Context: an optimization exercise on an open-source flow, tuned for small area and a short achievable clock period. The choices shown serve that exercise and are no tape-out recipe.
Function was checked by simulation only, so behaviour that the tests miss may differ from the original.
Power and IR drop assume default switching activity.

Design approx_err_monitor, start of the top module:
module approx_err_monitor
#(
  parameter int WINDOW = 1024,
  parameter int CNT_W  = 32,
  parameter int SUM_W  = 80
) (
  input  logic              clk,
  input  logic              rst_n,
  input  logic              start,
  input  logic              in_valid,
  output logic              in_ready,
  input  logic [approx_err_pkg::OP_W-1:0]   a,
  input  logic [approx_err_pkg::OP_W-1:0]   b,
  input  logic [approx_err_pkg::PROD_W-1:0] approx_y,
  output logic              busy,
  output logic              rpt_valid,
  input  logic              rpt_ready,
  output logic [CNT_W-1:0]  err_count,
  output logic [SUM_W-1:0]  err_sum,
  output logic [approx_err_pkg::PROD_W-1:0] err_max,
  output logic [approx_err_pkg::OP_W-1:0]   err_max_a,
  output logic [approx_err_pkg::OP_W-1:0]   err_max_b,
  output logic [CNT_W-1:0]  sample_count
);
clock: 10.0 ns
lec_check: 0
cap_margin: 20
core_margin: 2
core_utilization: 40
slew_margin: 20
standard.sh (not shown) runs the stock make flow with config.mk's settings and CLKGATE_MAP_FILE= SYNTH_SCRIPT=/design/flow/synth_recipe.tcl, a recipe that flattens the netlist after the stock synthesis.
==> flow/flow/run.sh <==
#!/bin/bash
# The standard layout (standard.sh) with two changes to how it is made:
#  - the resizer's setup repair aims for a margin of 6.1 ns below the 10 ns clock period instead
#    of 0, so that it sizes and buffers the datapath for a period of about 3.9 ns;
#  - every input and output port still gets its own buffer, but a buf_1 instead of the
#    clkdlybuf4s50_1 that buffer_ports picks by default.
# The make log goes to standard_flow.log; each ORFS step keeps its own log under orfs/logs/.
set -euo pipefail
bash standard.sh SETUP_SLACK_MARGIN=6.1 TNS_END_PERCENT=100 \
  "BUFFER_PORTS_ARGS=-buffer_cell sky130_fd_sc_hd__buf_1" finish > standard_flow.log 2>&1
The first run completed with no timing, DRC or antenna violations.
Edit:
==> flow/flow/run.sh (replaced) <==
#!/bin/bash
# The standard layout (standard.sh), with the resizer's setup repair aiming for a margin of
# 6.1 ns below the 10 ns clock period instead of 0, so that it sizes and buffers the datapath
# for a period of about 3.9 ns. The make log goes to standard_flow.log; each ORFS step keeps its
# own log under orfs/logs/.
set -euo pipefail
bash standard.sh SETUP_SLACK_MARGIN=6.1 TNS_END_PERCENT=100 finish > standard_flow.log 2>&1
Effect: Maximum frequency is about the same. Count of clock-buffer cells in the layout goes down by 8. Cell count hardly moves. Area after synthesis stays the same. Critical path depth goes up by 1. Total power goes up by 1.2%. Wire length barely changes. Worst hold slack gets worse by 3.4 ps. Non-clock buffer count goes down by 12. Clock power goes up by about 2%.
Edit:
==> flow/flow/run.sh (replaced) <==
#!/bin/bash
# The standard layout (standard.sh), with the resizer's setup repair aiming for a margin of
# 6.4 ns below the 10 ns clock period instead of 0, so that it sizes and buffers the datapath
# for a period of about 3.6 ns. The make log goes to standard_flow.log; each ORFS step keeps its
# own log under orfs/logs/.
set -euo pipefail
bash standard.sh SETUP_SLACK_MARGIN=6.4 TNS_END_PERCENT=100 finish > standard_flow.log 2>&1
Effect: Final area increases by 5.2%. Cell count rises by about 2.2%. First-iteration DRC count goes up by about 28%. Sequential share of layout area goes down by 1.1 points. Worst hold slack improves by 12 ps. Via count rises by 5.0%. Setup slack improves by 38 ps. Sequential cell count stays the same. Routed wire length went up by 13%. Count of clock-buffer cells in the layout climbs by 3. Core utilization increases by 2.4 points.

* * *

beta:
Another version of the RTL of approx_err_monitor (not shown whole).
For scale: ~970 flip-flops, roughly 410 I/O pins, roughly 0.056 mm² of cells after synthesis.
==> flow/config.mk <==
export PLATFORM = sky130hd
export DESIGN_NAME = approx_err_monitor
export DESIGN_NICKNAME = approx_err_monitor
export VERILOG_FILES = /design/flow/design.v
export SDC_FILE = /design/flow/constraint.sdc
export NUM_CORES = 4
export LEC_CHECK = 0
export CAP_MARGIN = 20
export CORE_MARGIN = 2
export CORE_UTILIZATION = 40
export SLEW_MARGIN = 20
==> flow/constraint.sdc <==
create_clock -name core_clock -period 10.0 [get_ports {clk}]
set_input_delay 2.0000 -clock core_clock [delete_from_list [all_inputs] [get_ports {clk}]]
set_output_delay 2.0000 -clock core_clock [all_outputs]
set_load 0.01 [all_outputs]
==> flow/flow/run.sh <==
#!/bin/bash
# The standard layout (standard.sh) with three changes to how it is made:
#  - the resizer's setup repair aims for a margin of 6.4 ns below the 10 ns clock period instead
#    of 0, so that it sizes and buffers the datapath for a period of about 3.6 ns;
#  - every input and output port still gets its own buffer, but a buf_1 instead of the
#    clkdlybuf4s50_1 that buffer_ports picks by default;
#  - clock-tree sink clusters of up to 30 flip-flops within 90 um (CTS_CLUSTER_SIZE and
#    CTS_CLUSTER_DIAMETER), which needs fewer clock buffers.
# The make log goes to standard_flow.log; each ORFS step keeps its own log under orfs/logs/.
set -euo pipefail
bash standard.sh SETUP_SLACK_MARGIN=6.4 TNS_END_PERCENT=100 CTS_CLUSTER_SIZE=30 CTS_CLUSTER_DIAMETER=90 \
  "BUFFER_PORTS_ARGS=-buffer_cell sky130_fd_sc_hd__buf_1" finish > standard_flow.log 2>&1
beta: full flow OK, the timing, DRC and antenna checks passed
--- input diff beta..epsilon ---
==> flow/flow/run.sh <==
#!/bin/bash
# The standard layout (standard.sh) with three changes to how it is made:
#  - the resizer's setup repair aims for a margin of 6.5 ns below the 10 ns clock period instead
#    of 0, so that it sizes and buffers the datapath for a period of about 3.5 ns;
#  - every input and output port still gets its own buffer, but a buf_1 instead of the
#    clkdlybuf4s50_1 that buffer_ports picks by default;
#  - clock-tree sink clusters of up to 25 flip-flops within 80 um (CTS_CLUSTER_SIZE and
#    CTS_CLUSTER_DIAMETER), which needs fewer clock buffers.
# The make log goes to standard_flow.log; each ORFS step keeps its own log under orfs/logs/.
set -euo pipefail
bash standard.sh SETUP_SLACK_MARGIN=6.5 TNS_END_PERCENT=100 CTS_CLUSTER_SIZE=25 CTS_CLUSTER_DIAMETER=80 \
  "BUFFER_PORTS_ARGS=-buffer_cell sky130_fd_sc_hd__buf_1" finish > standard_flow.log 2>&1
[summary]
Core utilization in epsilon vs beta: up 0.50 points. Compared with beta, epsilon shows a higher non-clock buffer total of the final layout. Met3 routing resource usage after global routing: lower on epsilon.

## separate check: timing with driven ports
The results above use ideal ports. As a check the final layouts listed here were re-extracted and re-timed, cells and wires unchanged. Step 1 sets driving cells, clkbuf_16 on the clock port and buf_2 on the other inputs (assumed; they add their load-dependent delay and slew). Step 2, shift: input delay + t, output delay - t, t = (earliest + latest rising clock arrival at the registers) / 2. This alone moves slack from input paths to output paths. a / b / c = no drivers / after step 1 / after step 2; a / b = the first two.
run | t, ns | setup WS [ns] | hold WS [ns] | slew at the worst register clock pin (ns) | worst slew at a driven data input, ns
the first run of note 1 | 0.770 | 6.074 / 6.074 / 6.074 | 0.313 / 0.313 / 0.313 | 0.07 / 0.07 | 0.06
the second run of note 1 | 0.780 | 6.076 / 6.076 / 6.076 | 0.310 / 0.310 / 0.310 | 0.07 / 0.07 | 0.12
the third run of note 1 | 0.785 | 6.114 / 6.114 / 6.114 | 0.322 / 0.322 / 0.322 | 0.07 / 0.07 | 0.11
beta | 0.752 | 6.364 / 6.364 / 6.364 | 0.310 / 0.310 / 0.310 | 0.12 / 0.12 | 0.12
epsilon | 0.789 | 6.532 / 6.481 / 6.532 | 0.321 / 0.321 / 0.321 | 0.10 / 0.10 | 0.11
After both steps every run listed still meets setup and hold.
